What follows belongs to an exercise in optimizing a design on an open flow for a short achievable clock period and few clock cycles per item; a production flow would make more cautious choices.
The RTL was checked by simulation tests, not by an equivalence proof against the original design.
The flow treats the clock pin as an ideal source. Dropping or thinning the clock tree relies on that and would not hold on a real chip.
Power figures rest on the tool's default switching activity, not on a simulated workload.

old:
## alu_issue_ctrl
module alu_issue_ctrl
#(
    parameter int DATA_WIDTH     = alu_issue_ctrl_pkg::DATA_WIDTH_DEF,
    parameter int ALU_OPRN_WIDTH = alu_issue_ctrl_pkg::ALU_OPRN_WIDTH_DEF,
    parameter int REG_ADDR_WIDTH = alu_issue_ctrl_pkg::REG_ADDR_WIDTH_DEF
) (
    input  logic                      CLK,
    input  logic                      RST,
    input  logic                      REQ_VALID,
    output logic                      REQ_READY,
    input  logic [ALU_OPRN_WIDTH-1:0] REQ_OPRN,
    input  logic [REG_ADDR_WIDTH-1:0] REQ_RS1,
    input  logic [REG_ADDR_WIDTH-1:0] REQ_RS2,
    input  logic [REG_ADDR_WIDTH-1:0] REQ_RD,
    input  logic                      REQ_IMM_SEL,
    input  logic [DATA_WIDTH-1:0]     REQ_IMM,
    output logic [DATA_WIDTH-1:0]     ALU_OP1,
    output logic [DATA_WIDTH-1:0]     ALU_OP2,
    output logic [ALU_OPRN_WIDTH-1:0] ALU_OPRN,
    input  logic [DATA_WIDTH-1:0]     ALU_RESULT,
    output logic                      RSP_VALID,
    input  logic                      RSP_READY,
    output logic [DATA_WIDTH-1:0]     RSP_DATA,
    output logic [REG_ADDR_WIDTH-1:0] RSP_RD
);
    localparam int NREG = 1 << REG_ADDR_WIDTH;
    localparam int CAP  = alu_issue_ctrl_pkg::INFLIGHT_CAP_DEF;
    localparam int QN   = CAP;
    localparam int RW   = DATA_WIDTH + REG_ADDR_WIDTH;
    logic accept;
    logic rsp_pop;
    logic                      v_r1;
    logic                      w_r1;         
    logic [ALU_OPRN_WIDTH-1:0] oprn_r1;
    logic [REG_ADDR_WIDTH-1:0] rd_r1;
    logic [DATA_WIDTH-1:0]     imm_r1;       
    logic [NREG-1:1]           sel1_r1;      
    logic [NREG-1:1]           sel2_r1;
    logic [3:0]                f1_r1, f2_r1;
    logic                      v_r2;
    logic                      w_r2;
    logic [ALU_OPRN_WIDTH-1:0] oprn_r2;
    logic [REG_ADDR_WIDTH-1:0] rd_r2;
    logic [DATA_WIDTH-1:0]     imm_r2;
    logic [1:0][DATA_WIDTH-1:0] part1_r2, part2_r2;
    logic [3:0]                f1_r2, f2_r2;
    logic                      v_ex;
    logic                      w_ex;
    logic [REG_ADDR_WIDTH-1:0] rd_ex;
    logic [DATA_WIDTH-1:0]     op1_ex, op2_ex;
  ...
Size: about 5100 cells after synthesis, ~1700 flip-flops, ~200 I/O pins, about 0.069 mm² of cells after synthesis.
export LEC_CHECK = 0
export ABC_CLOCK_PERIOD_IN_PS = 2000
export CAP_MARGIN = 50
export CORE_MARGIN = 2
export CORE_UTILIZATION = 40
export PLACE_DENSITY = 0.6
export SETUP_SLACK_MARGIN = 3.2
export SLEW_MARGIN = 70
export TNS_END_PERCENT = 100
create_clock -name core_clock -period 5.0 [get_ports {CLK}]
standard.sh (not shown) runs the stock make flow with config.mk's settings and CLKGATE_MAP_FILE= SYNTH_SCRIPT=/design/flow/synth_recipe.tcl, a recipe that flattens the netlist after the stock synthesis.
==> flow/flow/run.sh <==
#!/bin/bash
# Standard ORFS layout with one hook before clock tree synthesis
# (flow/pre_cts.tcl): it places the output flip-flops beside their output
# buffers and builds a balanced two-level clock tree (flow/clock_tree.tcl) in
# place of the flow's clock_tree_synthesis. All tool output goes to
# orfs_make.log here and to ORFS's own logs under orfs/logs.
set -euo pipefail
here=$(pwd)
bash standard.sh PRE_CTS_TCL="$here/flow/pre_cts.tcl" finish > "$here/orfs_make.log" 2>&1
==> flow/flow/pre_cts.tcl <==
# Before clock tree synthesis: put each flip-flop that drives an output
# port's buffer right beside that buffer, and the few other gates its output
# drives right beside the flip-flop, so the wires on the flop's output are
# short; then legalise the placement again.
set block [ord::get_db_block]
set moved 0
set moved_gates 0
foreach bt [$block getBTerms] {
  if {[$bt getIoType] ne "OUTPUT"} { continue }
  set net [$bt getNet]
  if {$net eq "NULL"} { continue }
  set buf ""
  foreach it [$net getITerms] {
    if {[$it isOutputSignal]} { set buf [$it getInst] }
  }
  if {$buf eq ""} { continue }
  set in_net ""
  foreach it [$buf getITerms] {
    if {[$it isInputSignal] && [$it getNet] ne "NULL"} { set in_net [$it getNet] }
  }
  if {$in_net eq ""} { continue }
  set ff ""
  set others {}
  foreach it [$in_net getITerms] {
    set inst [$it getInst]
    if {[$it isOutputSignal]} {
      set ff $inst
    } elseif {[$inst getName] ne [$buf getName]} {
      lappend others $inst
    }
  }
  if {$ff eq ""} { continue }
  if {![[$ff getMaster] isSequential]} { continue }
  if {[llength $others] > 2} { continue }
  set skip 0
  foreach o $others { if {[[$o getMaster] isSequential]} { set skip 1 } }
  if {$skip} { continue }
  set loc [$buf getLocation]
  set bx [lindex $loc 0]
  set by [lindex $loc 1]
  set w [[$ff getMaster] getWidth]
  set x [expr {$bx - $w}]
  if {$x < 0} { set x [expr {$bx + [[$buf getMaster] getWidth]}] }
  $ff setLocation $x $by
  incr moved
  set ox $x
  foreach o $others {
    set ow [[$o getMaster] getWidth]
    set ox [expr {$ox - $ow}]
    if {$ox < 0} { set ox [expr {$bx + [[$buf getMaster] getWidth]}] }
    $o setLocation $ox $by
    incr moved_gates
  }
}
puts "pre_cts: moved $moved output flip-flops beside their buffers and $moved_gates gates beside them"

# Input port buffers: use a plain buffer where the flow left a delay cell
set db [ord::get_db]
set inbuf [$db findMaster sky130_fd_sc_hd__buf_4]
set swapped 0
foreach bt [$block getBTerms] {
  if {[$bt getIoType] ne "INPUT"} { continue }
  if {[$bt getName] eq "CLK"} { continue }
  set net [$bt getNet]
  if {$net eq "NULL"} { continue }
  foreach it [$net getITerms] {
    set inst [$it getInst]
    set mname [[$inst getMaster] getName]
    if {[string match "sky130_fd_sc_hd__clkdlybuf*" $mname] || [string match "sky130_fd_sc_hd__dlygate*" $mname] || [string match "sky130_fd_sc_hd__dlymetal*" $mname]} {
      $inst swapMaster $inbuf
      incr swapped
    }
  }
}
puts "pre_cts: $swapped input buffers changed from delay cells to buf_4"
detailed_placement
check_placement -verbose

# Clock tree: a balanced two-level tree of clkbuf_16 built here (see
# clock_tree.tcl) in place of the flow's clock_tree_synthesis.
source [file join [file dirname [info script]] clock_tree.tcl]
manual_cts CLK 4 24 sky130_fd_sc_hd__clkbuf_16
detailed_placement
check_placement -verbose
set_propagated_clock [all_clocks]
rename clock_tree_synthesis flow_clock_tree_synthesis
proc clock_tree_synthesis {args} {
  puts "clock tree already built by flow/clock_tree.tcl; skipping clock_tree_synthesis $args"
}
Other scripts of this flow, unchanged in this note and not shown: flow/flow/clock_tree.tcl
old: full flow OK, the timing, DRC and antenna checks passed
Testbench counts of old, summed over its fixed seeds: cycles 12,032, items 12,000.
Inputs modified between old and new:
-- flow/flow/pre_cts.tcl --
<<< old, line 82
manual_cts CLK 4 24 sky130_fd_sc_hd__clkbuf_16
>>> new, line 82
manual_cts CLK 4 28 sky130_fd_sc_hd__clkbuf_16
Findings:
Summary: with old as the reference, post-layout total power in new moved down slightly.
Compared with old, in new clock network power share decreased 1.3 points; combinational power flat.
In every run of this note, the design's own scripts or RTL, not TritonCTS, make the clock network.

-- re-timing with driven ports --
Ports are ideal in the flow. The routed layouts listed here were re-timed in OpenROAD. Step 1 sets driving cells, clkbuf_16 on the clock port and buf_2 on the other inputs (assumed; they add their load-dependent delay and slew). Step 2 also shifts input and output timing later by t, the mid clock arrival at the registers, as if the neighbouring blocks saw the same clock. Slacks: ideal ports / drivers / drivers and shift; pairs: ideal ports / drivers.
| run | shift t [ns] | setup WS [ns] | hold slack, ns | latest minus earliest clock arrival (ns) | worst register clock-pin slew, ns |
|---|---|---|---|---|---|
| old | 0.741 | 2.917 / 2.734 / 2.684 | 0.330 / 0.330 / 0.330 | 0.031 / 0.030 | 0.10 / 0.10 |
| new | 0.720 | 2.939 / 2.758 / 2.684 | 0.332 / 0.332 / 0.332 | 0.031 / 0.031 | 0.12 / 0.12 |
After both steps setup and hold are still met in every run listed. For new, which loses most, drivers alone change the setup slack by -0.181 ns; drivers and shift together by -0.255 ns.
